Background: an optimization exercise with open tools, aiming at small area, a short achievable clock period and few clock cycles. Do not read the settings as production practice.
Only simulation tests tie the RTL to the original design; equivalence was not proved.
No activity file was given, so power comes from the tool's default toggle rates.

// search_top
module search_top
#(
  parameter int DIM = 4,
  parameter int PQ_LENGTH = 5,
  parameter int IN_DEPTH = 4,
  parameter int OUT_CREDITS = 2
) (
  input  logic                   clk_100mhz,
  input  logic                   sys_rst,
  input  logic                   in_valid,
  input  logic [1:0]             in_op,
  input  logic [$clog2(DIM)-1:0] in_index,
  input  logic [15:0]            in_data,
  input  logic [15:0]            in_id,
  output logic                   in_credit,
  output logic                   res_valid,
  output logic [15:0]            res_id,
  output logic [39:0]            res_dist,
  output logic                   res_last,
  input  logic                   out_credit
);
Settings: LEC_CHECK=0, CAP_MARGIN=20, CORE_MARGIN=2, CORE_UTILIZATION=60, CTS_BUF_LIST=sky130_fd_sc_hd__clkbuf_8 sky130_fd_sc_hd__clkbuf_16, CTS_CLUSTER_DIAMETER=150, CTS_CLUSTER_SIZE=25, SLEW_MARGIN=20; clock period 14.0 ns.
standard.sh (not shown) runs the stock make flow with config.mk's settings and CLKGATE_MAP_FILE= SYNTH_SCRIPT=/design/flow/synth_recipe.tcl, a recipe that flattens the netlist after the stock synthesis.
==> flow/flow/run.sh <==
#!/bin/bash
# Standard layout, with repair_timing aiming for extra setup slack and plain
# buffers on the ports.
set -euo pipefail
bash standard.sh SETUP_SLACK_MARGIN=10 "BUFFER_PORTS_ARGS=-buffer_cell sky130_fd_sc_hd__buf_2" finish > standard.log 2>&1
Testbench counts at the start, summed over its fixed seeds: cycles 18,905.
==> next run, changes <==
==> flow/flow/run.sh (replaced) <==
#!/bin/bash
# Standard layout, with repair_timing aiming for extra setup slack and plain
# buffers on the ports.
set -euo pipefail
bash standard.sh SETUP_SLACK_MARGIN=9.9 "BUFFER_PORTS_ARGS=-buffer_cell sky130_fd_sc_hd__buf_2" finish > standard.log 2>&1
- CTS_BUF_LIST: sky130_fd_sc_hd__clkbuf_8 sky130_fd_sc_hd__clkbuf_16 -> not set
After rerunning: Total power hardly moves; design area barely changes; die area is unchanged; setup slack gets worse by 0.037 ns; routed wire length is higher slightly; clock skew is higher by 0.015 ns; hold slack gets better by 0.0048 ns; critical path depth does not change; final cell count barely changes.

* * *

search_top, a different RTL version from the one above (not shown whole).
For scale: ~2,300 cells after synthesis, about 99 I/O pins, roughly 30,000 um^2 of cells after synthesis.
clock: 14.0 ns
lec_check: 0
cap_margin: 20
core_margin: 2
core_utilization: 60
cts_cluster_diameter: 300
cts_cluster_size: 25
slew_margin: 20
==> flow/flow/run.sh <==
#!/bin/bash
# Standard layout, with repair_timing aiming for extra setup slack.
set -euo pipefail
bash standard.sh SETUP_SLACK_MARGIN=10 finish > standard.log 2>&1
Testbench counts at the start, summed over its fixed seeds: cycles 18,955.
Change:
==> flow/flow/run.sh (replaced) <==
#!/bin/bash
# Standard layout, with repair_timing aiming for extra setup slack and plain
# buffers on the ports.
set -euo pipefail
bash standard.sh SETUP_SLACK_MARGIN=10.5 "BUFFER_PORTS_ARGS=-buffer_cell sky130_fd_sc_hd__buf_2" finish > standard.log 2>&1
--- a/flow/config.mk
+++ b/flow/config.mk
@@ -11 +11 @@
-export CTS_CLUSTER_DIAMETER = 300
+export CTS_CLUSTER_DIAMETER = 150
Outcome: Utilization increases by 0.95 points; hold slack gets worse by 0.0053 ns; critical path depth is unchanged.
Change:
==> flow/flow/run.sh (replaced) <==
#!/bin/bash
# Standard layout, with repair_timing aiming for extra setup slack.
set -euo pipefail
bash standard.sh SETUP_SLACK_MARGIN=10 finish > standard.log 2>&1
First-iteration DRC count rose by about 17%. Power fell by about 3.4%. Wire length fell by about 3%. Global-route usage fell by 0.37 points. Fmax rose by about 0.7%. Setup slack gains 0.027 ns. Cell area fell by 1.4%. Clock power fell by about 2%. Final cell count fell by about 1.3%.
Change:
==> flow/flow/run.sh (replaced) <==
#!/bin/bash
# Standard layout, with repair_timing aiming for extra setup slack and plain
# buffers on the ports.
set -euo pipefail
bash standard.sh SETUP_SLACK_MARGIN=10 "BUFFER_PORTS_ARGS=-buffer_cell sky130_fd_sc_hd__buf_2" finish > standard.log 2>&1
Outcome: The changed run completed without violations. Sequential cell count does not change. Sequential power is about the same. Critical path depth stays the same. Hold slack gets worse by 0.0053 ns. Power is lower slightly. Count of clock-buffer cells in the layout stays the same. Clock power barely changes. Design area is lower slightly.

[separate check: timing with driven ports]
Ports are ideal in the flow. The routed layouts listed here were re-timed in OpenROAD.
Step 1 assumes that a clkbuf_16 drives the clock port and a buf_2 every other input.
Step 2, shift: input delay + t, output delay - t, t = (earliest + latest rising clock arrival at the registers) / 2. This alone moves slack from input paths to output paths.
Three values: ideal, step 1, step 2; two values: the first two.
run | shift t [ns] | setup slack, ns | worst data-port slew with drivers (ns)
the first run of note 1 | 0.649 | 10.004 / 9.947 / 9.550 | 0.04
the second run of note 1 | 0.657 | 9.967 / 9.910 / 9.531 | 0.04
the first run of note 2 | 0.641 | 9.987 / 9.934 / 9.482 | 0.05
the second run of note 2 | 0.663 | 9.960 / 9.903 / 9.608 | 0.06
the third run of note 2 | 0.641 | 9.987 / 9.934 / 9.482 | 0.05
the fourth run of note 2 | 0.643 | 9.987 / 9.930 / 9.610 | 0.04
After both steps setup and hold are still met in every run listed.
